This design comes from an exercise in tuning for small area on the open sky130 flow, not from production work.
Where RTL was checked, it was by simulation tests only, not by an equivalence proof against the original.
Function not checked in run 2: the RTL went through the layout flow alone.
No activity file was given, so power comes from the tool's default toggle rates.

--- flow/constraint.sdc ---
create_clock -name core_clock -period 6.0 [get_ports {clk}]
set_input_delay 1.2000 -clock core_clock [delete_from_list [all_inputs] [get_ports {clk}]]
set_output_delay 1.2000 -clock core_clock [all_outputs]
set_load 0.01 [all_outputs]
--- flow/flow/run.sh ---
#!/bin/bash
# Layout flow: the standard ORFS flow (standard.sh, unchanged synthesis)
# with two changes to the layout steps:
#   * port buffers use the smallest buffer (buf_1) instead of the resizer's
#     default choice; every input and output port still gets a buffer;
#   * clock tree synthesis runs without dummy loads, with the same clustering
#     settings as config.mk.
# Each tool's full output is in orfs/logs/ (one log per step); make's own
# output goes to flow_make.log in the work folder.
set -euo pipefail
export BUFFER_PORTS_ARGS="-buffer_cell sky130_fd_sc_hd__buf_1"
export CTS_ARGS="-sink_clustering_enable -repair_clock_nets -dont_use_dummy_load -buf_list sky130_fd_sc_hd__clkbuf_16 -sink_clustering_size 32 -sink_clustering_max_diameter 60"
bash standard.sh > flow_make.log 2>&1
--- flow/design.v ---
module resample_interp #(
    parameter int SYM_WIDTH = 1,
    parameter int INT_WIDTH = 1,
    parameter int DEC_WIDTH = 14,
    parameter int MU_WIDTH  = 8,
    parameter int DEPTH     = 8,
    parameter int CNT_WIDTH = 16,
    localparam int DW = SYM_WIDTH + INT_WIDTH + DEC_WIDTH,
    localparam int LW = $clog2(DEPTH) + 1
) (
    input  logic                 clk,
    input  logic                 rst,
    input  logic                 flush,
    input  logic                 in_valid,
    input  logic [DW-1:0]        in_i,
    input  logic [DW-1:0]        in_q,
    input  logic                 mk,
    input  logic [MU_WIDTH-1:0]  mu,
    input  logic                 mode,
    input  logic                 out_ready,
    output logic                 out_valid,
    output logic [DW-1:0]        out_i,
    output logic [DW-1:0]        out_q,
    output logic [LW-1:0]        fifo_level,
    output logic                 overflow,
    output logic [CNT_WIDTH-1:0] sym_cnt
);
    localparam int AW = $clog2(DEPTH);
    localparam logic [DW-1:0] SGN = DW'(1) << (DW - 1);
    logic                 strobe;
    logic                 x_zero;
    logic [DW-1:0]        x_i, x_q;
    logic                 s1_valid, s2_valid, s3_valid;
    logic [DW-1:0]        s1_a_i, s1_a_q;
    logic [MU_WIDTH-1:0]  s1_mu;
    logic [DW-1:0]        s2_y_i, s2_y_q, s3_y_i, s3_y_q;
    logic [DW-1:0]        y_i, y_q;
    logic [DW-1:0]        mem_i [DEPTH];
    logic [DW-1:0]        mem_q [DEPTH];
    logic [AW-1:0]        wr_ptr, rd_ptr;
    logic                 full, pop, wr_ok;
    assign strobe = in_valid && mk;
    always_ff @(posedge clk or posedge rst) begin
        if (rst) begin
            x_zero   <= 1'b1;
            s1_valid <= 1'b0;
            s2_valid <= 1'b0;
            s3_valid <= 1'b0;
        end else if (flush) begin
            x_zero   <= 1'b1;
            s1_valid <= 1'b0;
            s2_valid <= 1'b0;
            s3_valid <= 1'b0;
        end else begin
            if (in_valid) x_zero <= 1'b0;
            s1_valid <= strobe;
            s2_valid <= s1_valid;
            s3_valid <= s2_valid;
        end
    end
    always_ff @(posedge clk) begin
        if (in_valid) begin
            x_i <= in_i ^ SGN;
            x_q <= in_q ^ SGN;
        end
        s1_a_i <= !mode ? in_i ^ SGN : x_zero ? SGN : x_i;
        s1_a_q <= !mode ? in_q ^ SGN : x_zero ? SGN : x_q;
        s1_mu  <= mu;
        s2_y_i <= y_i ^ SGN;
        s2_y_q <= y_q ^ SGN;
        s3_y_i <= s2_y_i;
        s3_y_q <= s2_y_q;
    end
    logic [15:0] ari_1;
    logic [15:0] ari_2;
    logic [15:0] ari_3;
    logic [15:0] ari_4;
    logic [15:0] ari_5;
    logic [15:0] ari_6;
    logic [15:0] ari_7;
    logic [15:0] ari_8;
    logic ari_9;
    logic ari_10;
    logic ari_11;
    logic ari_12;
    logic ari_13;
    logic ari_14;
    logic ari_15;
    logic ari_16;
    logic ari_17;
    logic ari_18;
    logic ari_19;
    logic ari_20;
    logic ari_21;
    logic ari_22;
    logic ari_23;
    logic ari_24;
    logic ari_25;
    logic ari_26;
    logic ari_27;
    logic ari_28;
    logic ari_29;
    logic ari_30;
    logic ari_31;
    logic ari_32;
    logic ari_33;
    logic ari_34;
    logic ari_35;
    logic ari_36;
    logic ari_37;
    logic ari_38;
    logic ari_39;
    logic ari_40;
    logic ari_41;
    logic ari_42;
    logic ari_43;
    logic ari_44;
    logic ari_45;
    logic ari_46;
    logic ari_47;
    logic ari_48;
    logic ari_49;
    logic ari_50;
    logic ari_51;
    logic ari_52;
    logic ari_53;
    logic ari_54;
    logic ari_55;
    logic ari_56;
    logic ari_57;
    logic ari_58;
    logic ari_59;
    logic ari_60;
    logic ari_61;
    logic ari_62;
    logic ari_63;
    logic ari_64;
    logic ari_65;
    logic ari_66;
    logic ari_67;
    logic ari_68;
    logic ari_69;
    logic ari_70;
    logic ari_71;
    logic ari_72;
    logic ari_73;
    logic ari_74;
    logic ari_75;
    logic ari_76;
    logic ari_77;
    logic ari_78;
    logic ari_79;
    logic ari_80;
    logic ari_81;
    logic ari_82;
    logic ari_83;
    logic ari_84;
    logic ari_85;
    logic ari_86;
    logic ari_87;
    logic ari_88;
    logic ari_89;
    logic ari_90;
    logic ari_91;
    logic ari_92;
    logic ari_93;
    logic ari_94;
    logic ari_95;
    logic ari_96;
    logic ari_97;
    logic ari_98;
    logic ari_99;
    logic ari_100;
    logic ari_101;
    logic ari_102;
    logic ari_103;
    logic ari_104;
    logic ari_105;
    logic ari_106;
    logic ari_107;
    logic ari_108;
    logic ari_109;
    logic ari_110;
    logic ari_111;
    logic ari_112;
    logic ari_113;
    logic ari_114;
    logic ari_115;
    logic ari_116;
    logic ari_117;
    logic ari_118;
    logic ari_119;
    logic ari_120;
    logic ari_121;
    logic ari_122;
    logic ari_123;
    logic ari_124;
    logic ari_125;
    logic ari_126;
    logic ari_127;
    logic ari_128;
    logic ari_129;
    logic ari_130;
    logic ari_131;
    logic ari_132;
    logic ari_133;
    logic ari_134;
    logic ari_135;
    logic ari_136;
    logic ari_137;
    logic ari_138;
    logic ari_139;
    logic ari_140;
    logic ari_141;
    logic ari_142;
    logic ari_143;
    logic ari_144;
    logic ari_145;
    logic ari_146;
    logic ari_147;
    logic ari_148;
    logic ari_149;
    logic ari_150;
    logic ari_151;
    logic ari_152;
    logic ari_153;
    logic ari_154;
    logic ari_155;
    logic ari_156;
    logic ari_157;
    logic ari_158;
    logic ari_159;
    logic ari_160;
    logic ari_161;
    logic ari_162;
    logic ari_163;
    logic ari_164;
    logic ari_165;
    logic ari_166;
    logic ari_167;
    logic ari_168;
    logic ari_169;
    logic ari_170;
    logic ari_171;
    logic ari_172;
    logic ari_173;
    logic ari_174;
    logic ari_175;
    logic ari_176;
    logic ari_177;
    logic ari_178;
    logic ari_179;
    logic ari_180;
    logic ari_181;
    logic ari_182;
    logic ari_183;
    logic ari_184;
    logic ari_185;
    logic ari_186;
    logic ari_187;
    logic ari_188;
    logic ari_189;
    logic ari_190;
    logic ari_191;
    logic ari_192;
    logic ari_193;
    logic ari_194;
    logic ari_195;
    logic ari_196;
    logic ari_197;
    logic ari_198;
    logic ari_199;
    logic ari_200;
    logic ari_201;
    logic ari_202;
    logic ari_203;
    logic ari_204;
    logic ari_205;
    logic ari_206;
    logic ari_207;
    logic ari_208;
    logic ari_209;
    logic ari_210;
    logic ari_211;
    logic ari_212;
    logic ari_213;
    logic ari_214;
    logic ari_215;
    logic ari_216;
    logic ari_217;
    logic ari_218;
    logic ari_219;
    logic ari_220;
    logic ari_221;
    logic ari_222;
    logic ari_223;
    logic ari_224;
    logic ari_225;
    logic ari_226;
    logic ari_227;
    logic ari_228;
    logic ari_229;
    logic ari_230;
    logic ari_231;
    logic ari_232;
    logic ari_233;
    logic ari_234;
    logic ari_235;
    logic ari_236;
    logic ari_237;
    logic ari_238;
    logic ari_239;
    logic ari_240;
    logic ari_241;
    logic ari_242;
    logic ari_243;
    logic ari_244;
    logic ari_245;
    logic ari_246;
    logic ari_247;
    logic ari_248;
    logic ari_249;
    logic ari_250;
    logic ari_251;
    logic ari_252;
    logic ari_253;
    logic ari_254;
    logic ari_255;
    logic ari_256;
    logic ari_257;
    logic ari_258;
    logic ari_259;
    logic ari_260;
    logic ari_261;
    logic ari_262;
    logic ari_263;
    logic ari_264;
    logic ari_265;
    logic ari_266;
    logic ari_267;
    logic ari_268;
    logic ari_269;
    logic ari_270;
    logic ari_271;
    logic ari_272;
    logic ari_273;
    logic ari_274;
    logic ari_275;
    logic ari_276;
    logic ari_277;
    logic ari_278;
    logic ari_279;
    logic ari_280;
    logic ari_281;
    logic ari_282;
    logic ari_283;
    logic ari_284;
    logic ari_285;
    logic ari_286;
    logic ari_287;
    logic ari_288;
    logic ari_289;
    logic ari_290;
    logic ari_291;
    logic ari_292;
    logic ari_293;
    logic ari_294;
    logic ari_295;
    logic ari_296;
    logic ari_297;
    logic ari_298;
    logic ari_299;
    logic ari_300;
    logic ari_301;
    logic ari_302;
    logic ari_303;
    logic ari_304;
    logic ari_305;
    logic ari_306;
    logic ari_307;
    logic ari_308;
    logic ari_309;
    logic ari_310;
    logic ari_311;
    logic ari_312;
    logic ari_313;
    logic ari_314;
    logic ari_315;
    logic ari_316;
    logic ari_317;
    logic ari_318;
    logic ari_319;
    logic ari_320;
    logic ari_321;
    logic ari_322;
    assign ari_1 = s1_mu[0] ? x_i : s1_a_i;
    assign ari_2 = s1_mu[1] ? x_i : s1_a_i;
    assign ari_3 = s1_mu[2] ? x_i : s1_a_i;
    assign ari_4 = s1_mu[3] ? x_i : s1_a_i;
    assign ari_5 = s1_mu[4] ? x_i : s1_a_i;
    assign ari_6 = s1_mu[5] ? x_i : s1_a_i;
    assign ari_7 = s1_mu[6] ? x_i : s1_a_i;
    assign ari_8 = s1_mu[7] ? x_i : s1_a_i;
    assign ari_9 = ~(s1_a_i[7] ^ ari_1[7]);
    assign ari_10 = s1_a_i[7] | ari_1[7];
    ri_ha u_ari_11 (s1_a_i[1], ari_1[1], ari_11, ari_12);
    ri_fa u_ari_13 (s1_a_i[2], ari_1[2], ari_2[1], ari_13, ari_14);
    ri_ha u_ari_15 (ari_3[0], ari_12, ari_15, ari_16);
    ri_fa u_ari_17 (s1_a_i[3], ari_1[3], ari_2[2], ari_17, ari_18);
    ri_fa u_ari_19 (ari_3[1], ari_4[0], ari_14, ari_19, ari_20);
    ri_ha u_ari_21 (ari_16, ari_17, ari_21, ari_22);
    ri_fa u_ari_23 (s1_a_i[4], ari_1[4], ari_2[3], ari_23, ari_24);
    ri_fa u_ari_25 (ari_3[2], ari_4[1], ari_5[0], ari_25, ari_26);
    ri_fa u_ari_27 (ari_18, ari_23, ari_25, ari_27, ari_28);
    ri_ha u_ari_29 (ari_22, ari_20, ari_29, ari_30);
    ri_fa u_ari_31 (s1_a_i[5], ari_1[5], ari_2[4], ari_31, ari_32);
    ri_fa u_ari_33 (ari_3[3], ari_4[2], ari_5[1], ari_33, ari_34);
    ri_fa u_ari_35 (ari_6[0], ari_24, ari_26, ari_35, ari_36);
    ri_fa u_ari_37 (ari_31, ari_33, ari_28, ari_37, ari_38);
    ri_ha u_ari_39 (ari_35, ari_30, ari_39, ari_40);
    ri_fa u_ari_41 (s1_a_i[6], ari_1[6], ari_2[5], ari_41, ari_42);
    ri_fa u_ari_43 (ari_3[4], ari_4[3], ari_5[2], ari_43, ari_44);
    ri_fa u_ari_45 (ari_6[1], ari_7[0], ari_32, ari_45, ari_46);
    ri_fa u_ari_47 (ari_34, ari_41, ari_43, ari_47, ari_48);
    ri_fa u_ari_49 (ari_36, ari_45, ari_47, ari_49, ari_50);
    ri_ha u_ari_51 (ari_38, ari_40, ari_51, ari_52);
    ri_fa u_ari_53 (ari_2[6], ari_3[5], ari_4[4], ari_53, ari_54);
    ri_fa u_ari_55 (ari_5[3], ari_6[2], ari_7[1], ari_55, ari_56);
    ri_fa u_ari_57 (ari_8[0], ari_9, ari_42, ari_57, ari_58);
    ri_fa u_ari_59 (ari_44, ari_53, ari_55, ari_59, ari_60);
    ri_fa u_ari_61 (ari_46, ari_48, ari_57, ari_61, ari_62);
    ri_fa u_ari_63 (ari_59, ari_50, ari_61, ari_63, ari_64);
    ri_fa u_ari_65 (s1_a_i[8], ari_1[8], ari_2[7], ari_65, ari_66);
    ri_fa u_ari_67 (ari_3[6], ari_4[5], ari_5[4], ari_67, ari_68);
    ri_fa u_ari_69 (ari_6[3], ari_7[2], ari_8[1], ari_69, ari_70);
    ri_fa u_ari_71 (ari_10, ari_54, ari_56, ari_71, ari_72);
    ri_fa u_ari_73 (ari_65, ari_67, ari_69, ari_73, ari_74);
    ri_fa u_ari_75 (ari_58, ari_60, ari_71, ari_75, ari_76);
    ri_fa u_ari_77 (ari_73, ari_62, ari_75, ari_77, ari_78);
    ri_fa u_ari_79 (s1_a_i[9], ari_1[9], ari_2[8], ari_79, ari_80);
    ri_fa u_ari_81 (ari_3[7], ari_4[6], ari_5[5], ari_81, ari_82);
    ri_fa u_ari_83 (ari_6[4], ari_7[3], ari_8[2], ari_83, ari_84);
    ri_fa u_ari_85 (ari_66, ari_68, ari_70, ari_85, ari_86);
    ri_fa u_ari_87 (ari_79, ari_81, ari_83, ari_87, ari_88);
    ri_fa u_ari_89 (ari_72, ari_74, ari_85, ari_89, ari_90);
    ri_fa u_ari_91 (ari_87, ari_76, ari_89, ari_91, ari_92);
    ri_fa u_ari_93 (s1_a_i[10], ari_1[10], ari_2[9], ari_93, ari_94);
    ri_fa u_ari_95 (ari_3[8], ari_4[7], ari_5[6], ari_95, ari_96);
    ri_fa u_ari_97 (ari_6[5], ari_7[4], ari_8[3], ari_97, ari_98);
    ri_fa u_ari_99 (ari_80, ari_82, ari_84, ari_99, ari_100);
    ri_fa u_ari_101 (ari_93, ari_95, ari_97, ari_101, ari_102);
    ri_fa u_ari_103 (ari_86, ari_88, ari_99, ari_103, ari_104);
    ri_fa u_ari_105 (ari_101, ari_90, ari_103, ari_105, ari_106);
    ri_fa u_ari_107 (s1_a_i[11], ari_1[11], ari_2[10], ari_107, ari_108);
    ri_fa u_ari_109 (ari_3[9], ari_4[8], ari_5[7], ari_109, ari_110);
    ri_fa u_ari_111 (ari_6[6], ari_7[5], ari_8[4], ari_111, ari_112);
    ri_fa u_ari_113 (ari_94, ari_96, ari_98, ari_113, ari_114);
    ri_fa u_ari_115 (ari_107, ari_109, ari_111, ari_115, ari_116);
    ri_fa u_ari_117 (ari_100, ari_102, ari_113, ari_117, ari_118);
    ri_fa u_ari_119 (ari_115, ari_104, ari_117, ari_119, ari_120);
    ri_fa u_ari_121 (s1_a_i[12], ari_1[12], ari_2[11], ari_121, ari_122);
    ri_fa u_ari_123 (ari_3[10], ari_4[9], ari_5[8], ari_123, ari_124);
    ri_fa u_ari_125 (ari_6[7], ari_7[6], ari_8[5], ari_125, ari_126);
    ri_fa u_ari_127 (ari_108, ari_110, ari_112, ari_127, ari_128);
    ri_fa u_ari_129 (ari_121, ari_123, ari_125, ari_129, ari_130);
    ri_fa u_ari_131 (ari_114, ari_116, ari_127, ari_131, ari_132);
    ri_fa u_ari_133 (ari_129, ari_118, ari_131, ari_133, ari_134);
    ri_fa u_ari_135 (s1_a_i[13], ari_1[13], ari_2[12], ari_135, ari_136);
    ri_fa u_ari_137 (ari_3[11], ari_4[10], ari_5[9], ari_137, ari_138);
    ri_fa u_ari_139 (ari_6[8], ari_7[7], ari_8[6], ari_139, ari_140);
    ri_fa u_ari_141 (ari_122, ari_124, ari_126, ari_141, ari_142);
    ri_fa u_ari_143 (ari_135, ari_137, ari_139, ari_143, ari_144);
    ri_fa u_ari_145 (ari_128, ari_130, ari_141, ari_145, ari_146);
    ri_fa u_ari_147 (ari_143, ari_132, ari_145, ari_147, ari_148);
    ri_fa u_ari_149 (s1_a_i[14], ari_1[14], ari_2[13], ari_149, ari_150);
    ri_fa u_ari_151 (ari_3[12], ari_4[11], ari_5[10], ari_151, ari_152);
    ri_fa u_ari_153 (ari_6[9], ari_7[8], ari_8[7], ari_153, ari_154);
    ri_fa u_ari_155 (ari_136, ari_138, ari_140, ari_155, ari_156);
    ri_fa u_ari_157 (ari_149, ari_151, ari_153, ari_157, ari_158);
    ri_fa u_ari_159 (ari_142, ari_144, ari_155, ari_159, ari_160);
    ri_fa u_ari_161 (ari_157, ari_146, ari_159, ari_161, ari_162);
    ri_fa u_ari_163 (s1_a_i[15], ari_1[15], ari_2[14], ari_163, ari_164);
    ri_fa u_ari_165 (ari_3[13], ari_4[12], ari_5[11], ari_165, ari_166);
    ri_fa u_ari_167 (ari_6[10], ari_7[9], ari_8[8], ari_167, ari_168);
    ri_fa u_ari_169 (ari_150, ari_152, ari_154, ari_169, ari_170);
    ri_fa u_ari_171 (ari_163, ari_165, ari_167, ari_171, ari_172);
    ri_fa u_ari_173 (ari_156, ari_158, ari_169, ari_173, ari_174);
    ri_fa u_ari_175 (ari_171, ari_160, ari_173, ari_175, ari_176);
    ri_fa u_ari_177 (ari_2[15], ari_3[14], ari_4[13], ari_177, ari_178);
    ri_fa u_ari_179 (ari_5[12], ari_6[11], ari_7[10], ari_179, ari_180);
    ri_fa u_ari_181 (ari_8[9], ari_164, ari_166, ari_181, ari_182);
    ri_fa u_ari_183 (ari_168, ari_177, ari_179, ari_183, ari_184);
    ri_fa u_ari_185 (ari_170, ari_172, ari_181, ari_185, ari_186);
    ri_fa u_ari_187 (ari_183, ari_174, ari_185, ari_187, ari_188);
    ri_fa u_ari_189 (ari_3[15], ari_4[14], ari_5[13], ari_189, ari_190);
    ri_fa u_ari_191 (ari_6[12], ari_7[11], ari_8[10], ari_191, ari_192);
    ri_fa u_ari_193 (ari_178, ari_180, ari_189, ari_193, ari_194);
    ri_fa u_ari_195 (ari_191, ari_182, ari_184, ari_195, ari_196);
    ri_fa u_ari_197 (ari_193, ari_186, ari_195, ari_197, ari_198);
    ri_fa u_ari_199 (ari_4[15], ari_5[14], ari_6[13], ari_199, ari_200);
    ri_fa u_ari_201 (ari_7[12], ari_8[11], ari_190, ari_201, ari_202);
    ri_fa u_ari_203 (ari_192, ari_199, ari_194, ari_203, ari_204);
    ri_fa u_ari_205 (ari_201, ari_196, ari_203, ari_205, ari_206);
    ri_fa u_ari_207 (ari_5[15], ari_6[14], ari_7[13], ari_207, ari_208);
    ri_fa u_ari_209 (ari_8[12], ari_200, ari_207, ari_209, ari_210);
    ri_fa u_ari_211 (ari_202, ari_209, ari_204, ari_211, ari_212);
    ri_fa u_ari_213 (ari_6[15], ari_7[14], ari_8[13], ari_213, ari_214);
    ri_fa u_ari_215 (ari_208, ari_213, ari_210, ari_215, ari_216);
    ri_fa u_ari_217 (ari_7[15], ari_8[14], ari_214, ari_217, ari_218);
    assign ari_219 = s1_a_i[0] & ari_1[0];
    ri_maj u_ari_220 (ari_2[0], ari_11, ari_219, ari_220);
    ri_maj u_ari_221 (ari_13, ari_15, ari_220, ari_221);
    ri_maj u_ari_222 (ari_21, ari_19, ari_221, ari_222);
    ri_maj u_ari_223 (ari_27, ari_29, ari_222, ari_223);
    ri_maj u_ari_224 (ari_39, ari_37, ari_223, ari_224);
    ri_maj u_ari_225 (ari_49, ari_51, ari_224, ari_225);
    ri_maj u_ari_226 (ari_52, ari_63, ari_225, ari_226);
    ri_ha u_ari_227 (ari_64, ari_77, ari_227, ari_228);
    ri_ha u_ari_229 (ari_78, ari_91, ari_229, ari_230);
    ri_ha u_ari_231 (ari_92, ari_105, ari_231, ari_232);
    ri_ha u_ari_233 (ari_106, ari_119, ari_233, ari_234);
    ri_ha u_ari_235 (ari_120, ari_133, ari_235, ari_236);
    ri_ha u_ari_237 (ari_134, ari_147, ari_237, ari_238);
    ri_ha u_ari_239 (ari_148, ari_161, ari_239, ari_240);
    ri_ha u_ari_241 (ari_162, ari_175, ari_241, ari_242);
    ri_ha u_ari_243 (ari_176, ari_187, ari_243, ari_244);
    ri_ha u_ari_245 (ari_188, ari_197, ari_245, ari_246);
    ri_ha u_ari_247 (ari_198, ari_205, ari_247, ari_248);
    ri_ha u_ari_249 (ari_206, ari_211, ari_249, ari_250);
    ri_ha u_ari_251 (ari_215, ari_212, ari_251, ari_252);
    ri_ha u_ari_253 (ari_217, ari_216, ari_253, ari_254);
    ri_ha u_ari_255 (ari_8[15], ari_218, ari_255, ari_256);
    assign ari_257 = ari_228 | (ari_227 & ari_226);
    assign ari_258 = ari_230 | (ari_229 & ari_257);
    assign ari_259 = ari_234 | (ari_233 & ari_232);
    assign ari_260 = ari_233 & ari_231;
    assign ari_261 = ari_238 | (ari_237 & ari_236);
    assign ari_262 = ari_237 & ari_235;
    assign ari_263 = ari_242 | (ari_241 & ari_240);
    assign ari_264 = ari_241 & ari_239;
    assign ari_265 = ari_246 | (ari_245 & ari_244);
    assign ari_266 = ari_245 & ari_243;
    assign ari_267 = ari_250 | (ari_249 & ari_248);
    assign ari_268 = ari_249 & ari_247;
    assign ari_269 = ari_254 | (ari_253 & ari_252);
    assign ari_270 = ari_253 & ari_251;
    assign ari_271 = 1'b0 | (1'b0 & ari_256);
    assign ari_272 = 1'b0 & ari_255;
    assign ari_273 = ari_232 | (ari_231 & ari_258);
    assign ari_274 = ari_259 | (ari_260 & ari_258);
    assign ari_275 = ari_240 | (ari_239 & ari_261);
    assign ari_276 = ari_239 & ari_262;
    assign ari_277 = ari_263 | (ari_264 & ari_261);
    assign ari_278 = ari_264 & ari_262;
    assign ari_279 = ari_248 | (ari_247 & ari_265);
    assign ari_280 = ari_247 & ari_266;
    assign ari_281 = ari_267 | (ari_268 & ari_265);
    assign ari_282 = ari_268 & ari_266;
    assign ari_283 = ari_256 | (ari_255 & ari_269);
    assign ari_284 = ari_255 & ari_270;
    assign ari_285 = ari_271 | (ari_272 & ari_269);
    assign ari_286 = ari_272 & ari_270;
    assign ari_287 = ari_236 | (ari_235 & ari_274);
    assign ari_288 = ari_261 | (ari_262 & ari_274);
    assign ari_289 = ari_275 | (ari_276 & ari_274);
    assign ari_290 = ari_277 | (ari_278 & ari_274);
    assign ari_291 = ari_252 | (ari_251 & ari_281);
    assign ari_292 = ari_251 & ari_282;
    assign ari_293 = ari_269 | (ari_270 & ari_281);
    assign ari_294 = ari_270 & ari_282;
    assign ari_295 = ari_283 | (ari_284 & ari_281);
    assign ari_296 = ari_284 & ari_282;
    assign ari_297 = ari_285 | (ari_286 & ari_281);
    assign ari_298 = ari_286 & ari_282;
    assign ari_299 = ari_244 | (ari_243 & ari_290);
    assign ari_300 = ari_265 | (ari_266 & ari_290);
    assign ari_301 = ari_279 | (ari_280 & ari_290);
    assign ari_302 = ari_281 | (ari_282 & ari_290);
    assign ari_303 = ari_291 | (ari_292 & ari_290);
    assign ari_304 = ari_293 | (ari_294 & ari_290);
    assign ari_305 = ari_295 | (ari_296 & ari_290);
    assign ari_306 = ari_297 | (ari_298 & ari_290);
    assign ari_307 = ari_227 ^ ari_226;
    assign ari_308 = ari_229 ^ ari_257;
    assign ari_309 = ari_231 ^ ari_258;
    assign ari_310 = ari_233 ^ ari_273;
    assign ari_311 = ari_235 ^ ari_274;
    assign ari_312 = ari_237 ^ ari_287;
    assign ari_313 = ari_239 ^ ari_288;
    assign ari_314 = ari_241 ^ ari_289;
    assign ari_315 = ari_243 ^ ari_290;
    assign ari_316 = ari_245 ^ ari_299;
    assign ari_317 = ari_247 ^ ari_300;
    assign ari_318 = ari_249 ^ ari_301;
    assign ari_319 = ari_251 ^ ari_302;
    assign ari_320 = ari_253 ^ ari_303;
    assign ari_321 = ari_255 ^ ari_304;
    assign ari_322 = 1'b0 ^ ari_305;
    assign y_i = {ari_322, ari_321, ari_320, ari_319, ari_318, ari_317, ari_316, ari_315, ari_314, ari_313, ari_312, ari_311, ari_310, ari_309, ari_308, ari_307};
    logic [15:0] arq_1;
    logic [15:0] arq_2;
    logic [15:0] arq_3;
    logic [15:0] arq_4;
    logic [15:0] arq_5;
    logic [15:0] arq_6;
    logic [15:0] arq_7;
    logic [15:0] arq_8;
    logic arq_9;
    logic arq_10;
    logic arq_11;
    logic arq_12;
    logic arq_13;
    logic arq_14;
    logic arq_15;
    logic arq_16;
    logic arq_17;
    logic arq_18;
    logic arq_19;
    logic arq_20;
    logic arq_21;
    logic arq_22;
    logic arq_23;
    logic arq_24;
    logic arq_25;
    logic arq_26;
    logic arq_27;
    logic arq_28;
    logic arq_29;
    logic arq_30;
    logic arq_31;
    logic arq_32;
    logic arq_33;
    logic arq_34;
    logic arq_35;
    logic arq_36;
    logic arq_37;
    logic arq_38;
    logic arq_39;
    logic arq_40;
    logic arq_41;
    logic arq_42;
    logic arq_43;
    logic arq_44;
    logic arq_45;
    logic arq_46;
    logic arq_47;
    logic arq_48;
    logic arq_49;
    logic arq_50;
    logic arq_51;
    logic arq_52;
    logic arq_53;
    logic arq_54;
    logic arq_55;
    logic arq_56;
    logic arq_57;
    logic arq_58;
    logic arq_59;
    logic arq_60;
    logic arq_61;
    logic arq_62;
    logic arq_63;
    logic arq_64;
    logic arq_65;
    logic arq_66;
    logic arq_67;
    logic arq_68;
    logic arq_69;
    logic arq_70;
    logic arq_71;
    logic arq_72;
    logic arq_73;
    logic arq_74;
    logic arq_75;
    logic arq_76;
    logic arq_77;
    logic arq_78;
    logic arq_79;
    logic arq_80;
    logic arq_81;
    logic arq_82;
    logic arq_83;
    logic arq_84;
    logic arq_85;
    logic arq_86;
    logic arq_87;
    logic arq_88;
    logic arq_89;
    logic arq_90;
    logic arq_91;
    logic arq_92;
    logic arq_93;
    logic arq_94;
    logic arq_95;
    logic arq_96;
    logic arq_97;
    logic arq_98;
    logic arq_99;
    logic arq_100;
    logic arq_101;
    logic arq_102;
    logic arq_103;
    logic arq_104;
    logic arq_105;
    logic arq_106;
    logic arq_107;
    logic arq_108;
    logic arq_109;
    logic arq_110;
    logic arq_111;
    logic arq_112;
    logic arq_113;
    logic arq_114;
    logic arq_115;
    logic arq_116;
    logic arq_117;
    logic arq_118;
    logic arq_119;
    logic arq_120;
    logic arq_121;
    logic arq_122;
    logic arq_123;
    logic arq_124;
    logic arq_125;
    logic arq_126;
    logic arq_127;
    logic arq_128;
    logic arq_129;
    logic arq_130;
    logic arq_131;
    logic arq_132;
    logic arq_133;
    logic arq_134;
    logic arq_135;
    logic arq_136;
    logic arq_137;
    logic arq_138;
    logic arq_139;
    logic arq_140;
    logic arq_141;
    logic arq_142;
    logic arq_143;
    logic arq_144;
    logic arq_145;
    logic arq_146;
    logic arq_147;
    logic arq_148;
    logic arq_149;
    logic arq_150;
    logic arq_151;
    logic arq_152;
    logic arq_153;
    logic arq_154;
    logic arq_155;
    logic arq_156;
    logic arq_157;
    logic arq_158;
    logic arq_159;
    logic arq_160;
    logic arq_161;
    logic arq_162;
    logic arq_163;
    logic arq_164;
    logic arq_165;
    logic arq_166;
    logic arq_167;
    logic arq_168;
    logic arq_169;
    logic arq_170;
    logic arq_171;
    logic arq_172;
    logic arq_173;
    logic arq_174;
    logic arq_175;
    logic arq_176;
    logic arq_177;
    logic arq_178;
    logic arq_179;
    logic arq_180;
    logic arq_181;
    logic arq_182;
    logic arq_183;
    logic arq_184;
    logic arq_185;
    logic arq_186;
    logic arq_187;
    logic arq_188;
    logic arq_189;
    logic arq_190;
    logic arq_191;
    logic arq_192;
    logic arq_193;
    logic arq_194;
    logic arq_195;
    logic arq_196;
    logic arq_197;
    logic arq_198;
    logic arq_199;
    logic arq_200;
    logic arq_201;
    logic arq_202;
    logic arq_203;
    logic arq_204;
    logic arq_205;
    logic arq_206;
    logic arq_207;
    logic arq_208;
    logic arq_209;
    logic arq_210;
    logic arq_211;
    logic arq_212;
    logic arq_213;
    logic arq_214;
    logic arq_215;
    logic arq_216;
    logic arq_217;
    logic arq_218;
    logic arq_219;
    logic arq_220;
    logic arq_221;
    logic arq_222;
    logic arq_223;
    logic arq_224;
    logic arq_225;
    logic arq_226;
    logic arq_227;
    logic arq_228;
    logic arq_229;
    logic arq_230;
    logic arq_231;
    logic arq_232;
    logic arq_233;
    logic arq_234;
    logic arq_235;
    logic arq_236;
    logic arq_237;
    logic arq_238;
    logic arq_239;
    logic arq_240;
    logic arq_241;
    logic arq_242;
    logic arq_243;
    logic arq_244;
    logic arq_245;
    logic arq_246;
    logic arq_247;
    logic arq_248;
    logic arq_249;
    logic arq_250;
    logic arq_251;
    logic arq_252;
    logic arq_253;
    logic arq_254;
    logic arq_255;
    logic arq_256;
    logic arq_257;
    logic arq_258;
    logic arq_259;
    logic arq_260;
    logic arq_261;
    logic arq_262;
    logic arq_263;
    logic arq_264;
    logic arq_265;
    logic arq_266;
    logic arq_267;
    logic arq_268;
    logic arq_269;
    logic arq_270;
    logic arq_271;
    logic arq_272;
    logic arq_273;
    logic arq_274;
    logic arq_275;
    logic arq_276;
    logic arq_277;
    logic arq_278;
    logic arq_279;
    logic arq_280;
    logic arq_281;
    logic arq_282;
    logic arq_283;
    logic arq_284;
    logic arq_285;
    logic arq_286;
    logic arq_287;
    logic arq_288;
    logic arq_289;
    logic arq_290;
    logic arq_291;
    logic arq_292;
    logic arq_293;
    logic arq_294;
    logic arq_295;
    logic arq_296;
    logic arq_297;
    logic arq_298;
    logic arq_299;
    logic arq_300;
    logic arq_301;
    logic arq_302;
    logic arq_303;
    logic arq_304;
    logic arq_305;
    logic arq_306;
    logic arq_307;
    logic arq_308;
    logic arq_309;
    logic arq_310;
    logic arq_311;
    logic arq_312;
    logic arq_313;
    logic arq_314;
    logic arq_315;
    logic arq_316;
    logic arq_317;
    logic arq_318;
    logic arq_319;
    logic arq_320;
    logic arq_321;
    logic arq_322;
    assign arq_1 = s1_mu[0] ? x_q : s1_a_q;
    assign arq_2 = s1_mu[1] ? x_q : s1_a_q;
    assign arq_3 = s1_mu[2] ? x_q : s1_a_q;
    assign arq_4 = s1_mu[3] ? x_q : s1_a_q;
    assign arq_5 = s1_mu[4] ? x_q : s1_a_q;
    assign arq_6 = s1_mu[5] ? x_q : s1_a_q;
    assign arq_7 = s1_mu[6] ? x_q : s1_a_q;
    assign arq_8 = s1_mu[7] ? x_q : s1_a_q;
    assign arq_9 = ~(s1_a_q[7] ^ arq_1[7]);
    assign arq_10 = s1_a_q[7] | arq_1[7];
    ri_ha u_arq_11 (s1_a_q[1], arq_1[1], arq_11, arq_12);
    ri_fa u_arq_13 (s1_a_q[2], arq_1[2], arq_2[1], arq_13, arq_14);
    ri_ha u_arq_15 (arq_3[0], arq_12, arq_15, arq_16);
    ri_fa u_arq_17 (s1_a_q[3], arq_1[3], arq_2[2], arq_17, arq_18);
    ri_fa u_arq_19 (arq_3[1], arq_4[0], arq_14, arq_19, arq_20);
    ri_ha u_arq_21 (arq_16, arq_17, arq_21, arq_22);
    ri_fa u_arq_23 (s1_a_q[4], arq_1[4], arq_2[3], arq_23, arq_24);
    ri_fa u_arq_25 (arq_3[2], arq_4[1], arq_5[0], arq_25, arq_26);
    ri_fa u_arq_27 (arq_18, arq_23, arq_25, arq_27, arq_28);
    ri_ha u_arq_29 (arq_22, arq_20, arq_29, arq_30);
    ri_fa u_arq_31 (s1_a_q[5], arq_1[5], arq_2[4], arq_31, arq_32);
    ri_fa u_arq_33 (arq_3[3], arq_4[2], arq_5[1], arq_33, arq_34);
    ri_fa u_arq_35 (arq_6[0], arq_24, arq_26, arq_35, arq_36);
    ri_fa u_arq_37 (arq_31, arq_33, arq_28, arq_37, arq_38);
    ri_ha u_arq_39 (arq_35, arq_30, arq_39, arq_40);
    ri_fa u_arq_41 (s1_a_q[6], arq_1[6], arq_2[5], arq_41, arq_42);
    ri_fa u_arq_43 (arq_3[4], arq_4[3], arq_5[2], arq_43, arq_44);
    ri_fa u_arq_45 (arq_6[1], arq_7[0], arq_32, arq_45, arq_46);
    ri_fa u_arq_47 (arq_34, arq_41, arq_43, arq_47, arq_48);
    ri_fa u_arq_49 (arq_36, arq_45, arq_47, arq_49, arq_50);
    ri_ha u_arq_51 (arq_38, arq_40, arq_51, arq_52);
    ri_fa u_arq_53 (arq_2[6], arq_3[5], arq_4[4], arq_53, arq_54);
    ri_fa u_arq_55 (arq_5[3], arq_6[2], arq_7[1], arq_55, arq_56);
    ri_fa u_arq_57 (arq_8[0], arq_9, arq_42, arq_57, arq_58);
    ri_fa u_arq_59 (arq_44, arq_53, arq_55, arq_59, arq_60);
    ri_fa u_arq_61 (arq_46, arq_48, arq_57, arq_61, arq_62);
    ri_fa u_arq_63 (arq_59, arq_50, arq_61, arq_63, arq_64);
    ri_fa u_arq_65 (s1_a_q[8], arq_1[8], arq_2[7], arq_65, arq_66);
    ri_fa u_arq_67 (arq_3[6], arq_4[5], arq_5[4], arq_67, arq_68);
    ri_fa u_arq_69 (arq_6[3], arq_7[2], arq_8[1], arq_69, arq_70);
    ri_fa u_arq_71 (arq_10, arq_54, arq_56, arq_71, arq_72);
    ri_fa u_arq_73 (arq_65, arq_67, arq_69, arq_73, arq_74);
    ri_fa u_arq_75 (arq_58, arq_60, arq_71, arq_75, arq_76);
    ri_fa u_arq_77 (arq_73, arq_62, arq_75, arq_77, arq_78);
    ri_fa u_arq_79 (s1_a_q[9], arq_1[9], arq_2[8], arq_79, arq_80);
    ri_fa u_arq_81 (arq_3[7], arq_4[6], arq_5[5], arq_81, arq_82);
    ri_fa u_arq_83 (arq_6[4], arq_7[3], arq_8[2], arq_83, arq_84);
    ri_fa u_arq_85 (arq_66, arq_68, arq_70, arq_85, arq_86);
    ri_fa u_arq_87 (arq_79, arq_81, arq_83, arq_87, arq_88);
    ri_fa u_arq_89 (arq_72, arq_74, arq_85, arq_89, arq_90);
    ri_fa u_arq_91 (arq_87, arq_76, arq_89, arq_91, arq_92);
    ri_fa u_arq_93 (s1_a_q[10], arq_1[10], arq_2[9], arq_93, arq_94);
    ri_fa u_arq_95 (arq_3[8], arq_4[7], arq_5[6], arq_95, arq_96);
    ri_fa u_arq_97 (arq_6[5], arq_7[4], arq_8[3], arq_97, arq_98);
    ri_fa u_arq_99 (arq_80, arq_82, arq_84, arq_99, arq_100);
    ri_fa u_arq_101 (arq_93, arq_95, arq_97, arq_101, arq_102);
    ri_fa u_arq_103 (arq_86, arq_88, arq_99, arq_103, arq_104);
    ri_fa u_arq_105 (arq_101, arq_90, arq_103, arq_105, arq_106);
    ri_fa u_arq_107 (s1_a_q[11], arq_1[11], arq_2[10], arq_107, arq_108);
    ri_fa u_arq_109 (arq_3[9], arq_4[8], arq_5[7], arq_109, arq_110);
    ri_fa u_arq_111 (arq_6[6], arq_7[5], arq_8[4], arq_111, arq_112);
    ri_fa u_arq_113 (arq_94, arq_96, arq_98, arq_113, arq_114);
    ri_fa u_arq_115 (arq_107, arq_109, arq_111, arq_115, arq_116);
    ri_fa u_arq_117 (arq_100, arq_102, arq_113, arq_117, arq_118);
    ri_fa u_arq_119 (arq_115, arq_104, arq_117, arq_119, arq_120);
    ri_fa u_arq_121 (s1_a_q[12], arq_1[12], arq_2[11], arq_121, arq_122);
    ri_fa u_arq_123 (arq_3[10], arq_4[9], arq_5[8], arq_123, arq_124);
    ri_fa u_arq_125 (arq_6[7], arq_7[6], arq_8[5], arq_125, arq_126);
    ri_fa u_arq_127 (arq_108, arq_110, arq_112, arq_127, arq_128);
    ri_fa u_arq_129 (arq_121, arq_123, arq_125, arq_129, arq_130);
    ri_fa u_arq_131 (arq_114, arq_116, arq_127, arq_131, arq_132);
    ri_fa u_arq_133 (arq_129, arq_118, arq_131, arq_133, arq_134);
    ri_fa u_arq_135 (s1_a_q[13], arq_1[13], arq_2[12], arq_135, arq_136);
    ri_fa u_arq_137 (arq_3[11], arq_4[10], arq_5[9], arq_137, arq_138);
    ri_fa u_arq_139 (arq_6[8], arq_7[7], arq_8[6], arq_139, arq_140);
    ri_fa u_arq_141 (arq_122, arq_124, arq_126, arq_141, arq_142);
    ri_fa u_arq_143 (arq_135, arq_137, arq_139, arq_143, arq_144);
    ri_fa u_arq_145 (arq_128, arq_130, arq_141, arq_145, arq_146);
    ri_fa u_arq_147 (arq_143, arq_132, arq_145, arq_147, arq_148);
    ri_fa u_arq_149 (s1_a_q[14], arq_1[14], arq_2[13], arq_149, arq_150);
    ri_fa u_arq_151 (arq_3[12], arq_4[11], arq_5[10], arq_151, arq_152);
    ri_fa u_arq_153 (arq_6[9], arq_7[8], arq_8[7], arq_153, arq_154);
    ri_fa u_arq_155 (arq_136, arq_138, arq_140, arq_155, arq_156);
    ri_fa u_arq_157 (arq_149, arq_151, arq_153, arq_157, arq_158);
    ri_fa u_arq_159 (arq_142, arq_144, arq_155, arq_159, arq_160);
    ri_fa u_arq_161 (arq_157, arq_146, arq_159, arq_161, arq_162);
    ri_fa u_arq_163 (s1_a_q[15], arq_1[15], arq_2[14], arq_163, arq_164);
    ri_fa u_arq_165 (arq_3[13], arq_4[12], arq_5[11], arq_165, arq_166);
    ri_fa u_arq_167 (arq_6[10], arq_7[9], arq_8[8], arq_167, arq_168);
    ri_fa u_arq_169 (arq_150, arq_152, arq_154, arq_169, arq_170);
    ri_fa u_arq_171 (arq_163, arq_165, arq_167, arq_171, arq_172);
    ri_fa u_arq_173 (arq_156, arq_158, arq_169, arq_173, arq_174);
    ri_fa u_arq_175 (arq_171, arq_160, arq_173, arq_175, arq_176);
    ri_fa u_arq_177 (arq_2[15], arq_3[14], arq_4[13], arq_177, arq_178);
    ri_fa u_arq_179 (arq_5[12], arq_6[11], arq_7[10], arq_179, arq_180);
    ri_fa u_arq_181 (arq_8[9], arq_164, arq_166, arq_181, arq_182);
    ri_fa u_arq_183 (arq_168, arq_177, arq_179, arq_183, arq_184);
    ri_fa u_arq_185 (arq_170, arq_172, arq_181, arq_185, arq_186);
    ri_fa u_arq_187 (arq_183, arq_174, arq_185, arq_187, arq_188);
    ri_fa u_arq_189 (arq_3[15], arq_4[14], arq_5[13], arq_189, arq_190);
    ri_fa u_arq_191 (arq_6[12], arq_7[11], arq_8[10], arq_191, arq_192);
    ri_fa u_arq_193 (arq_178, arq_180, arq_189, arq_193, arq_194);
    ri_fa u_arq_195 (arq_191, arq_182, arq_184, arq_195, arq_196);
    ri_fa u_arq_197 (arq_193, arq_186, arq_195, arq_197, arq_198);
    ri_fa u_arq_199 (arq_4[15], arq_5[14], arq_6[13], arq_199, arq_200);
    ri_fa u_arq_201 (arq_7[12], arq_8[11], arq_190, arq_201, arq_202);
    ri_fa u_arq_203 (arq_192, arq_199, arq_194, arq_203, arq_204);
    ri_fa u_arq_205 (arq_201, arq_196, arq_203, arq_205, arq_206);
    ri_fa u_arq_207 (arq_5[15], arq_6[14], arq_7[13], arq_207, arq_208);
    ri_fa u_arq_209 (arq_8[12], arq_200, arq_207, arq_209, arq_210);
    ri_fa u_arq_211 (arq_202, arq_209, arq_204, arq_211, arq_212);
    ri_fa u_arq_213 (arq_6[15], arq_7[14], arq_8[13], arq_213, arq_214);
    ri_fa u_arq_215 (arq_208, arq_213, arq_210, arq_215, arq_216);
    ri_fa u_arq_217 (arq_7[15], arq_8[14], arq_214, arq_217, arq_218);
    assign arq_219 = s1_a_q[0] & arq_1[0];
    ri_maj u_arq_220 (arq_2[0], arq_11, arq_219, arq_220);
    ri_maj u_arq_221 (arq_13, arq_15, arq_220, arq_221);
    ri_maj u_arq_222 (arq_21, arq_19, arq_221, arq_222);
    ri_maj u_arq_223 (arq_27, arq_29, arq_222, arq_223);
    ri_maj u_arq_224 (arq_39, arq_37, arq_223, arq_224);
    ri_maj u_arq_225 (arq_49, arq_51, arq_224, arq_225);
    ri_maj u_arq_226 (arq_52, arq_63, arq_225, arq_226);
    ri_ha u_arq_227 (arq_64, arq_77, arq_227, arq_228);
    ri_ha u_arq_229 (arq_78, arq_91, arq_229, arq_230);
    ri_ha u_arq_231 (arq_92, arq_105, arq_231, arq_232);
    ri_ha u_arq_233 (arq_106, arq_119, arq_233, arq_234);
    ri_ha u_arq_235 (arq_120, arq_133, arq_235, arq_236);
    ri_ha u_arq_237 (arq_134, arq_147, arq_237, arq_238);
    ri_ha u_arq_239 (arq_148, arq_161, arq_239, arq_240);
    ri_ha u_arq_241 (arq_162, arq_175, arq_241, arq_242);
    ri_ha u_arq_243 (arq_176, arq_187, arq_243, arq_244);
    ri_ha u_arq_245 (arq_188, arq_197, arq_245, arq_246);
    ri_ha u_arq_247 (arq_198, arq_205, arq_247, arq_248);
    ri_ha u_arq_249 (arq_206, arq_211, arq_249, arq_250);
    ri_ha u_arq_251 (arq_215, arq_212, arq_251, arq_252);
    ri_ha u_arq_253 (arq_217, arq_216, arq_253, arq_254);
    ri_ha u_arq_255 (arq_8[15], arq_218, arq_255, arq_256);
    assign arq_257 = arq_228 | (arq_227 & arq_226);
    assign arq_258 = arq_230 | (arq_229 & arq_257);
    assign arq_259 = arq_234 | (arq_233 & arq_232);
    assign arq_260 = arq_233 & arq_231;
    assign arq_261 = arq_238 | (arq_237 & arq_236);
    assign arq_262 = arq_237 & arq_235;
    assign arq_263 = arq_242 | (arq_241 & arq_240);
    assign arq_264 = arq_241 & arq_239;
    assign arq_265 = arq_246 | (arq_245 & arq_244);
    assign arq_266 = arq_245 & arq_243;
    assign arq_267 = arq_250 | (arq_249 & arq_248);
    assign arq_268 = arq_249 & arq_247;
    assign arq_269 = arq_254 | (arq_253 & arq_252);
    assign arq_270 = arq_253 & arq_251;
    assign arq_271 = 1'b0 | (1'b0 & arq_256);
    assign arq_272 = 1'b0 & arq_255;
    assign arq_273 = arq_232 | (arq_231 & arq_258);
    assign arq_274 = arq_259 | (arq_260 & arq_258);
    assign arq_275 = arq_240 | (arq_239 & arq_261);
    assign arq_276 = arq_239 & arq_262;
    assign arq_277 = arq_263 | (arq_264 & arq_261);
    assign arq_278 = arq_264 & arq_262;
    assign arq_279 = arq_248 | (arq_247 & arq_265);
    assign arq_280 = arq_247 & arq_266;
    assign arq_281 = arq_267 | (arq_268 & arq_265);
    assign arq_282 = arq_268 & arq_266;
    assign arq_283 = arq_256 | (arq_255 & arq_269);
    assign arq_284 = arq_255 & arq_270;
    assign arq_285 = arq_271 | (arq_272 & arq_269);
    assign arq_286 = arq_272 & arq_270;
    assign arq_287 = arq_236 | (arq_235 & arq_274);
    assign arq_288 = arq_261 | (arq_262 & arq_274);
    assign arq_289 = arq_275 | (arq_276 & arq_274);
    assign arq_290 = arq_277 | (arq_278 & arq_274);
    assign arq_291 = arq_252 | (arq_251 & arq_281);
    assign arq_292 = arq_251 & arq_282;
    assign arq_293 = arq_269 | (arq_270 & arq_281);
    assign arq_294 = arq_270 & arq_282;
    assign arq_295 = arq_283 | (arq_284 & arq_281);
    assign arq_296 = arq_284 & arq_282;
    assign arq_297 = arq_285 | (arq_286 & arq_281);
    assign arq_298 = arq_286 & arq_282;
    assign arq_299 = arq_244 | (arq_243 & arq_290);
    assign arq_300 = arq_265 | (arq_266 & arq_290);
    assign arq_301 = arq_279 | (arq_280 & arq_290);
    assign arq_302 = arq_281 | (arq_282 & arq_290);
    assign arq_303 = arq_291 | (arq_292 & arq_290);
    assign arq_304 = arq_293 | (arq_294 & arq_290);
    assign arq_305 = arq_295 | (arq_296 & arq_290);
    assign arq_306 = arq_297 | (arq_298 & arq_290);
    assign arq_307 = arq_227 ^ arq_226;
    assign arq_308 = arq_229 ^ arq_257;
    assign arq_309 = arq_231 ^ arq_258;
    assign arq_310 = arq_233 ^ arq_273;
    assign arq_311 = arq_235 ^ arq_274;
    assign arq_312 = arq_237 ^ arq_287;
    assign arq_313 = arq_239 ^ arq_288;
    assign arq_314 = arq_241 ^ arq_289;
    assign arq_315 = arq_243 ^ arq_290;
    assign arq_316 = arq_245 ^ arq_299;
    assign arq_317 = arq_247 ^ arq_300;
    assign arq_318 = arq_249 ^ arq_301;
    assign arq_319 = arq_251 ^ arq_302;
    assign arq_320 = arq_253 ^ arq_303;
    assign arq_321 = arq_255 ^ arq_304;
    assign arq_322 = 1'b0 ^ arq_305;
    assign y_q = {arq_322, arq_321, arq_320, arq_319, arq_318, arq_317, arq_316, arq_315, arq_314, arq_313, arq_312, arq_311, arq_310, arq_309, arq_308, arq_307};
    assign full      = fifo_level == LW'(DEPTH);
    assign out_valid = fifo_level != '0;
    assign pop       = out_valid && out_ready;
    assign wr_ok     = s3_valid && (!full || pop);
    always_comb begin
        out_i = '0;
        out_q = '0;
        for (int k = 0; k < DEPTH; k++) begin
            if (out_valid && rd_ptr == AW'(k)) begin
                out_i = out_i | mem_i[k];
                out_q = out_q | mem_q[k];
            end
        end
    end
    always_ff @(posedge clk) begin
        if (wr_ok && !flush) begin
            mem_i[wr_ptr] <= s3_y_i;
            mem_q[wr_ptr] <= s3_y_q;
        end
    end
    always_ff @(posedge clk or posedge rst) begin
        if (rst) begin
            wr_ptr     <= '0;
            rd_ptr     <= '0;
            fifo_level <= '0;
            overflow   <= 1'b0;
            sym_cnt    <= '0;
        end else if (flush) begin
            wr_ptr     <= '0;
            rd_ptr     <= '0;
            fifo_level <= '0;
            overflow   <= 1'b0;
            sym_cnt    <= '0;
        end else begin
            if (wr_ok) begin
                wr_ptr  <= wr_ptr + AW'(1);
                sym_cnt <= sym_cnt + CNT_WIDTH'(1);
            end
            if (pop) begin
                rd_ptr <= rd_ptr + AW'(1);
            end
            case ({wr_ok, pop})
                2'b10:   fifo_level <= fifo_level + LW'(1);
                2'b01:   fifo_level <= fifo_level - LW'(1);
                default: fifo_level <= fifo_level;
            endcase
            if (s3_valid && !wr_ok) begin
                overflow <= 1'b1;
            end
        end
    end
endmodule
module ri_fa (
    input  logic a, b, c,
    output logic s, co
);
    assign s  = a ^ b ^ c;
    assign co = (a & b) | (c & (a ^ b));
endmodule
module ri_maj (
    input  logic a, b, c,
    output logic co
);
    assign co = (a & b) | (c & (a ^ b));
endmodule
module ri_ha (
    input  logic a, b,
    output logic s, co
);
    assign s  = a ^ b;
    assign co = a & b;
endmodule
--- flow/config.mk ---
export PLATFORM = sky130hd
export DESIGN_NAME = resample_interp
export DESIGN_NICKNAME = resample_interp
export VERILOG_FILES = /design/flow/design.v
export SDC_FILE = /design/flow/constraint.sdc
export NUM_CORES = 4
export LEC_CHECK = 0
export CAP_MARGIN = 20
export CORE_MARGIN = 2
export CORE_UTILIZATION = 65
export PLACE_DENSITY = 0.75
export SLEW_MARGIN = 20
export SYNTH_HIERARCHICAL = 1
export SYNTH_MINIMUM_KEEP_SIZE = 0
--- flow/standard.sh ---
#!/bin/bash
# synth_recipe.tcl (not shown) runs the flow's synth.tcl, then flattens the netlist and writes it again
# the make line also repeats each setting of config.mk as NAME=value (left out here)
make -C /OpenROAD-flow-scripts/flow DESIGN_CONFIG=/design/flow/config.mk WORK_HOME=/design/flow/orfs CLKGATE_MAP_FILE= SYNTH_SCRIPT=/design/flow/synth_recipe.tcl "${@:-finish}"
==> summary.txt, run 1 <==
Critical path
  • Worst path slowest cell: sky130_fd_sc_hd__dfxtp_1
  • WP data arrival: 5.90 ns
  • Critical path class: reg2reg
  • Library cell appearing most often on the critical path: sky130_fd_sc_hd__fa_1
  • CP cell instances: mux2_2, fa_1, fa_1, fa_1, fa_1, ha_1, a21o_1, ha_1, or2_2, ha_1, o211ai_1, a211oi_1, or2_2, a221oi_1, xnor2_1
  • Endpoint required time on the critical path: about 6.5 ns
  • Sort of element at the start of the critical path: register
  • Buffers & Inverters on Critical Path: 0
  • Largest fanout on the critical path: 12
  • Slowest stage delay, CP: ~0.69 ns
  • Element type at the critical path end: register
  • Dominant delay contributor by cell family on the critical path: adder cells

Timing
  • Clock period minus final worst setup slack: 5.40 ns
  • Final critical-path share of the clock period: ~90%
  • Pin slew with the least headroom to its limit: roughly 0.98 ns
  • Final Hold Viols: 0
  • Fmax achieved: between 0.15 and 0.2 GHz
  • RSZ-0062 raised after global routing: false
  • Summed negative setup slack over all endpoints: 0 ns
  • Crit path setup slack, layout: 0.596 ns
  • Worst hold margin: ~0.33 ns
  • Post-route clock skew: about 0.045 ns
  • Normalized max-slew margin: 34.6%
  • Final setup fails: 0
  • Final max-slew violation count: 0

Synth
  • Most used DFF post-synth: sky130_fd_sc_hd__edfxtp_1
  • Most repeated cell in the gate-level netlist after synthesis: sky130_fd_sc_hd__edfxtp_1
  • Proportion of netlist area held by the largest area contributor: between 30% and 40%
  • Count of flip-flops with a built-in enable after synthesis: between 200 and 300
  • Unique cell type count in the Yosys netlist: 54
  • Syn nets: around 1,900
  • Sequential element share of the synthesized area: 50.5%
  • Ranking of synthesized cells by instance count: 288 x sky130_fd_sc_hd__edfxtp_1, 238 x sky130_fd_sc_hd__mux2_2, 197 x sky130_fd_sc_hd__fa_1
  • Area contributors post-synth: sky130_fd_sc_hd__edfxtp_1 38%, sky130_fd_sc_hd__fa_1 17%, sky130_fd_sc_hd__mux2_2 12%, sky130_fd_sc_hd__dfxtp_1 9.1%, sky130_fd_sc_hd__ha_1 4.3%
  • Number of storage elements in the synthesis netlist: roughly 420
  • Mean instance size in the synthesized netlist: between 10 and 15 µm²
  • Cell taking the most area after synthesis: sky130_fd_sc_hd__edfxtp_1
  • Post-Syn Area: roughly 23,000 µm²
  • Cell count after synthesis: between 1,500 and 2,000
  • Synth warnings: 7
  • Proportion of register bits with asynchronous set or reset after synthesis: 7.33%

Pwr
  • Leakage power: about 9.1 nW
  • Total internal power: ~0.0074 W
  • Portion of total power attributed to the clock network: between 10% and 20%
  • Sequential group share of total power: around a third
  • Net Switching: 0.00464 W
  • Power per standard cell area: 495 nW/µm²
  • Share of total power in combinational logic: 52.0%
  • Maximum vdd ir drop: approximately 0.36 mV
  • Net Sw Frac: roughly 39%

Job
  • Number of maximum-capacitance violations: 0

Clocking
  • Root buf cell: sky130_fd_sc_hd__clkbuf_16
  • Setup bufs post-CTS: 0
  • Clock latency at the later pin of the worst-skew pair: between 0.5 and 0.6 ns
  • CTS sink count: 423
  • CTS resizes: 0
  • CTS H-tree lvls: 1
  • Count of hold-fix buffers inserted at cts: 0
  • Clock buffers created by TritonCTS: 25
  • Bufs on Longest Clock Path: 3
  • Clock-pin slew reported for the worst setup and hold paths after clock tree synthesis: about 0.1 ns
  • Clock tree from TritonCTS: built

Final layout
  • Final core utilization: between 70 and 80%
  • Total of fill cells in the finished design: 2,346
  • Summed area of non-filler cells in the final layout: between 20,000 and 25,000 µm²
  • Layout area overhead: 6.58%
  • Share of layout cells above drive strength 1: roughly a fifth
  • Final nets: around 1,900

Placed design
  • Number of port buffers: 100
  • Placer's final routability congestion estimate: between 0.9 and 1
  • Post-detailed-placement cell area: about 24,000 µm²
  • HPWL after detailed placement: between 30,000 and 40,000 µm
  • Pre-CTS WS: ~0.56 ns

Die
  • Number of top-level pins: 101
  • Die outline width: roughly 190 µm
  • Vert. Die Dim: 191 µm
  • Row count: between 60 and 70
  • Core region area: about 35,000 µm²
  • Starting density of the core: about two thirds
  • Area of the die: roughly 37,000 µm²

Routing
  • Post-DR vias/cell: 6.34
  • Number of iterations in the first detailed-routing pass: 9
  • Wire length reported by the detailed router: roughly 49,000 µm
  • Drt drc: 0
  • Final ANT Viol Nets: 0
  • Number of design-rule violations left by the first detailed-router iteration: approximately 1,200
  • Routed via count: approximately 13,000
  • Wire length per cell: approximately 24 µm

Worst hold path
  • Hold Crit Class: reg2reg

GRT
  • Vias in the first global route: 13,700
  • Largest net degree at the start of global routing: 63
  • GRT Util Overall: 27.5%
  • Number of antenna violations at the first check in global routing: 1
  • Grt ovf: 0
  • Wire length of the first global-routing pass: 77,100 µm

Run status
  • Status: timing/DRC/antenna clean
## logic make-up after synthesis
kind of cell / Yosys count / synth area share (%)
AND/OR/NAND/NOR: 211 / 4.91
AO/OA/AOI/OAI: 218 / 7.26
buffers and inverters: 132 / 2.47
XOR/XNOR: 31 / 1.19
adder cells (fa/ha/maj): 275 / 21.6
flip-flops: 423 / 50.5
multiplexers: 247 / 12.1
## per-module statistics from Yosys (local to each module, per instance)
module           copies in the design  flip-flops and latches  area [µm²]  cells
resample_interp                     1                     423       18100   1271
ri_fa                             196                       0        20.0      1
ri_ha                              42                       0        12.5      1
ri_maj                             14                       0        20.0      2
## sequential cells by signal (all words and copies together) (netlist names), 3 cells and up
signal and flops:
mem_q 128, fifo_level 4, s3_y_q 16, s1_mu 8, x_q 16, x_i 16
s3_y_i 16, s1_a_q 16, s2_y_q 16, sym_cnt 16, wr_ptr 3, rd_ptr 3
s2_y_i 16, mem_i 128, s1_a_i 16
## stage by stage
step | cells | power (W)
2_1_floorplan | 1537 | 0.00868
3_5_place_dp | 2043 | 0.0105
4_1_cts | 2068 | 0.0121
5_1_grt | 2068 | 0.0131
6_report | 2069 | 0.0120
3_3_place_gp | 2043 | 0.0103
## power by group through the flow
stage	clock network [W]	registers [W]	logic, W
after floorplan	0	0.00408	0.00460
after global placement	0	0.00423	0.00611
after detailed placement	0	0.00426	0.00624
after CTS	0.00160	0.00420	0.00629
after global routing	0.00170	0.00426	0.00712
final	0.00157	0.00421	0.00626
## final timing paths
path	startpoint	end	slack, ns	depth (start not counted)
setup / recovery	s1_mu[4]	s2_y_i[14]	0.60	15
hold / removal	s2_y_i[13]	s3_y_i[13]	0.33	0
setup reg to reg	s1_mu[4]	s2_y_i[14]	0.60	15
hold reg to reg	s2_y_i[13]	s3_y_i[13]	0.33	0
max in group asynchronous	rst	x_zero	4.97	3
min in group asynchronous	rst	sym_cnt[0]	0.70	3
## cells in the final DEF (no fill, tap or decap), drive strengths merged, types with 3 or more instances in the layout
master  instances
a211oi          5
a21o           22
a21oi          19
a221oi          4
a222oi         64
a22oi          32
and2            7
and3            4
and4            4
buf           130
clkbuf         26
dfrtp          30
dfxtp         104
edfxtp        288
fa            197
ha             78
inv            52
mux2          238
mux2i           9
nand2          40
nand2b          3
nand3          39
nand3b         30
nor2           43
nor2b           4
nor3           16
nor4            4
o211ai          4
o21a            3
o21ai          53
or2             7
or3             5
xnor2          22
xor2            9
## routing by layer
metal	vias to the layer above	part of all wire, %	GRT usage [%]
met5	-	0	0
met4	0	2.2	6.95
met3	63	6.8	4.06
met2	496	48	45.3
li1	5882	-	-
met1	6685	43	39.0
## layout make-up
class / instances / area, µm² / share of cell area [%]
inverters: 52 / 195 / 0.803
flip-flops and latches: 423 / 11500 / 47.3
repair buffers: 131 / 611 / 2.51
well taps: 455 / 569 / 2.34
multi-input cells: 982 / 10800 / 44.4
diodes: 1 / 2.50 / 0.0103
clock buffers: 25 / 626 / 2.57
## worst register-to-register path, cell delays in order (launching register included)
cell and delay [ns]:
sky130_fd_sc_hd__dfxtp_1 0.69, sky130_fd_sc_hd__mux2_2 0.42, sky130_fd_sc_hd__fa_1 0.40, sky130_fd_sc_hd__fa_1 0.46, sky130_fd_sc_hd__fa_1 0.53, sky130_fd_sc_hd__fa_1 0.42, sky130_fd_sc_hd__ha_1 0.29, sky130_fd_sc_hd__a21o_1 0.19
sky130_fd_sc_hd__ha_1 0.18, sky130_fd_sc_hd__or2_2 0.29, sky130_fd_sc_hd__ha_1 0.22, sky130_fd_sc_hd__o211ai_1 0.24, sky130_fd_sc_hd__a211oi_1 0.13, sky130_fd_sc_hd__or2_2 0.32, sky130_fd_sc_hd__a221oi_1 0.44, sky130_fd_sc_hd__xnor2_1 0.17
==> run 2, diff against run 1 <==
--- a/flow/design.v
+++ b/flow/design.v
@@ -1140,3 +1140,3 @@
     always_ff @(posedge clk) begin
-        if (wr_ok && !flush) begin
+        if (!full || pop) begin
             mem_i[wr_ptr] <= s3_y_i;
--- a/flow/flow/run.sh
+++ b/flow/flow/run.sh
@@ -11,3 +11,3 @@
 export BUFFER_PORTS_ARGS="-buffer_cell sky130_fd_sc_hd__buf_1"
-export CTS_ARGS="-sink_clustering_enable -repair_clock_nets -dont_use_dummy_load -buf_list sky130_fd_sc_hd__clkbuf_16 -sink_clustering_size 32 -sink_clustering_max_diameter 60"
+export CTS_ARGS="-sink_clustering_enable -repair_clock_nets -dont_use_dummy_load -buf_list sky130_fd_sc_hd__clkbuf_16 -sink_clustering_size 25 -sink_clustering_max_diameter 80 -balance_levels"
 bash standard.sh > flow_make.log 2>&1
==> run 2 against run 1 <==
Compared with the run above: routed wire length increased by 1.9%; die area decreased by 0.16%; clock power about the same; sequential cell count unchanged; global-route usage increased by 0.90 points; largest power group unchanged; fmax decreased by 2.3%.
==> summary.txt, run 2 <==
Placed design
  • HPWL after detailed placement: 33,300 µm (-0.46%)
  • Placer's final routability congestion estimate: 0.882 (-5.3%)
  • Pre-CTS WS: 0.433 ns (-0.130 ns)

Synth
  • Most repeated cell in the gate-level netlist after synthesis: sky130_fd_sc_hd__edfxtp_1
  • Syn nets: 1,852 (-0.38%)
  • Post-Syn Area: 22,800 µm² (-0.16%)
  • Mean instance size in the synthesized netlist: 14.9 µm² (+0.29%)
  • Proportion of register bits with asynchronous set or reset after synthesis: 7.33% (unchanged)
  • Ranking of synthesized cells by instance count: 288 x sky130_fd_sc_hd__edfxtp_1, 238 x sky130_fd_sc_hd__mux2_2, 197 x sky130_fd_sc_hd__fa_1
  • Count of flip-flops with a built-in enable after synthesis: 288 (unchanged)
  • Cell count after synthesis: 1,530 (-0.46%)
  • Unique cell type count in the Yosys netlist: 49 (-9.3%)
  • Proportion of netlist area held by the largest area contributor: 38.0% (+0.063 points)
  • Sequential element share of the synthesized area: 50.5% (+0.083 points)

GRT
  • Met3 track utilization from global routing: 3.64% (-0.42 points)
  • Number of antenna violations at the first check in global routing: 0 (-1)
  • Wire length of the first global-routing pass: 79,000 µm (+2.5%)
  • GRT Util Overall: 28.4% (+0.90 points)
  • Global Route met2 Usage: 47.4% (+2.1 points)
  • Largest net degree at the start of global routing: 63 (unchanged)
  • Grt ovf: 0 (unchanged)
  • Busiest grt layer: met2

Routing
  • Final ANT Viol Nets: 0 (unchanged)
  • Wire length per cell: 24.3 µm (+2.3%)
  • Routed via count: 13,100 (-0.23%)
  • Wire length reported by the detailed router: 50,200 µm (+1.9%)
  • Drt drc: 0 (unchanged)
  • Number of design-rule violations left by the first detailed-router iteration: 1,031 (-15%)

Final layout
  • Top flop regs: mem_i x128, mem_q x128
  • Number of antenna diodes: 0 (-1)
  • Share of layout cells above drive strength 1: 20.1% (-0.22 points)
  • Most used cells in the layout excluding fill and tap cells: 288 x sky130_fd_sc_hd__edfxtp_1, 238 x sky130_fd_sc_hd__mux2_2, 197 x sky130_fd_sc_hd__fa_1

Job
  • Number of maximum-capacitance violations: 0 (unchanged)

Pwr
  • Final Power: 0.0122 W (+1.3%)
  • Leakage power: 9.20 nW (+1.3%)
  • Total internal power: 0.00749 W (+1.4%)
  • Portion of total power attributed to the clock network: 12.6% (-0.4 points)
  • Sequential group share of total power: 35.9% (+0.9 points)
  • Net Sw Frac: 38.5% (-0.046 points)
  • Net Switching: 0.00470 W (+1.2%)
  • Share of total power in combinational logic: 51.5% (-0.5 points)
  • Power per standard cell area: 504 nW/µm² (+1.7%)

Critical path
  • Critical path class: reg2reg
  • Sort of element at the start of the critical path: register
  • Slowest stage delay, CP: 0.69 ns (about the same)
  • Buffers & Inverters on Critical Path: 1 (+1)
  • WP data arrival: 6.00 ns (+0.10 ns)
  • Largest fanout on the critical path: 11 (-1)
  • CP cell instances: buf_4, mux2_2, fa_1, fa_1, fa_1, fa_1, ha_1, a21o_1, ha_1, or2_2, ha_1, o211ai_1, a211oi_1, or2_2, a221oi_1, xnor2_1
  • Worst path slowest cell: sky130_fd_sc_hd__dfxtp_1

Clocking
  • Clock buffers created by TritonCTS: 23 (-8.0%)
  • Bufs on Longest Clock Path: 3 (unchanged)
  • CTS H-tree lvls: 1 (unchanged)
  • Root buf cell: sky130_fd_sc_hd__clkbuf_16
  • Clock-pin slew reported for the worst setup and hold paths after clock tree synthesis: 0.09 ns (about the same)
  • CTS sink count: 423 (unchanged)
  • Clock latency at the later pin of the worst-skew pair: 0.55 ns (about the same)
  • Clock tree from TritonCTS: built
  • CTS resizes: 0 (unchanged)

Run status
  • Status: timing/DRC/antenna clean

Timing
  • Post-route clock skew: 0.0442 ns (-0.00126 ns)
  • Fmax achieved: 0.181 GHz (-2.3%)
  • Final setup fails: 0 (unchanged)
  • Final Hold Viols: 0 (unchanged)
  • Clock period minus final worst setup slack: 5.53 ns (+0.125 ns)
  • Worst hold margin: 0.304 ns (-0.0239 ns)
  • Crit path setup slack, layout: 0.471 ns (-0.125 ns)
  • Summed negative setup slack over all endpoints: 0 ns (unchanged)
  • Pin slew with the least headroom to its limit: 1.12 ns (+0.138 ns)

Die
  • Core region area: 34,500 µm² (unchanged)
  • Vert. Die Dim: 191 µm (about the same)
-- run 2: kinds of logic (layout without fill, tap and decap cells) --
family | after synthesis | after routing | synth area share, %
simple gates | 207 | 207 | 4.74
xor+xnor | 35 | 35 | 1.35
fa+ha+maj | 275 | 275 | 21.6
compound gates | 210 | 210 | 7.02
mux | 247 | 247 | 12.2
buf+inv | 133 | 209 | 2.58
flops | 423 | 423 | 50.5
-- run 2: final timing paths --
| path | cells after the start | startpoint | slack [ns] | to |
|---|---|---|---|---|
| setup / recovery | 16 | s1_mu[0] | 0.47 | s2_y_q[14] |
| hold / removal | 0 | s2_y_i[6] | 0.30 | s3_y_i[6] |
| setup reg to reg | 16 | s1_mu[0] | 0.47 | s2_y_q[14] |
| hold reg to reg | 0 | s2_y_i[6] | 0.30 | s3_y_i[6] |
| max in group asynchronous | 3 | rst | 4.97 | x_zero |
| min in group asynchronous | 3 | rst | 0.69 | sym_cnt[1] |
-- run 2: per-module statistics from Yosys, one instance, submodules excluded --
module	cells inside	flops+latches
ri_ha	1	0
ri_fa	1	0
resample_interp	1264	423
ri_maj	2	0
-- run 2: final cells by class --
type	count	area [µm²]
tap	455	569
fill	2421	10300
multi-input combinational	974	10700
clock buffer	23	576
inverter	52	195
sequential	423	11500
timing repair buffer	134	633
-- run 2: power groups by stage --
stage               Clock, W  Sequential [W]  Combinational (W)
finish               0.00154         0.00437            0.00628
detailed placement         0         0.00443            0.00625
global placement           0         0.00439            0.00610
CTS                  0.00157         0.00436            0.00633
floorplan                  0         0.00422            0.00461
global route         0.00166         0.00444            0.00721
-- run 2: routing by layer --
metal  part of all wire (%)  wire [µm]
met5                      0          0
met3                    6.6       3290
met2                     49      24700
met1                     43      21400
met4                    1.7        850
-- run 2: per-stage QoR --
| step | cell area [µm²] | std cells |
|---|---|---|
| 2_1_floorplan | 22800 | 1530 |
| 3_3_place_gp | 23600 | 2038 |
| 3_5_place_dp | 23600 | 2038 |
| 4_1_cts | 24200 | 2061 |
| 5_1_grt | 24200 | 2061 |
| 6_report | 24200 | 2061 |

[port drivers added, routing unchanged]
How much do the figures lean on ideal ports? The routed layouts below were timed once more, with nothing changed but the port constraints. Step 1 assumes that a clkbuf_16 drives the clock port and a buf_2 every other input. Step 2 times the ports against the registers' clock, not the clock port: input delays grow and output delays shrink by t, the midpoint of the rising clock arrivals with the driver on. Slacks: ideal ports / drivers / drivers and shift; pairs: ideal ports / drivers.
run	t, ns	setup WS [ns]
run 1	0.586	0.596 / 0.596 / 0.596
run 2	0.590	0.471 / 0.471 / 0.471
After both steps setup and hold are still met in every run listed.
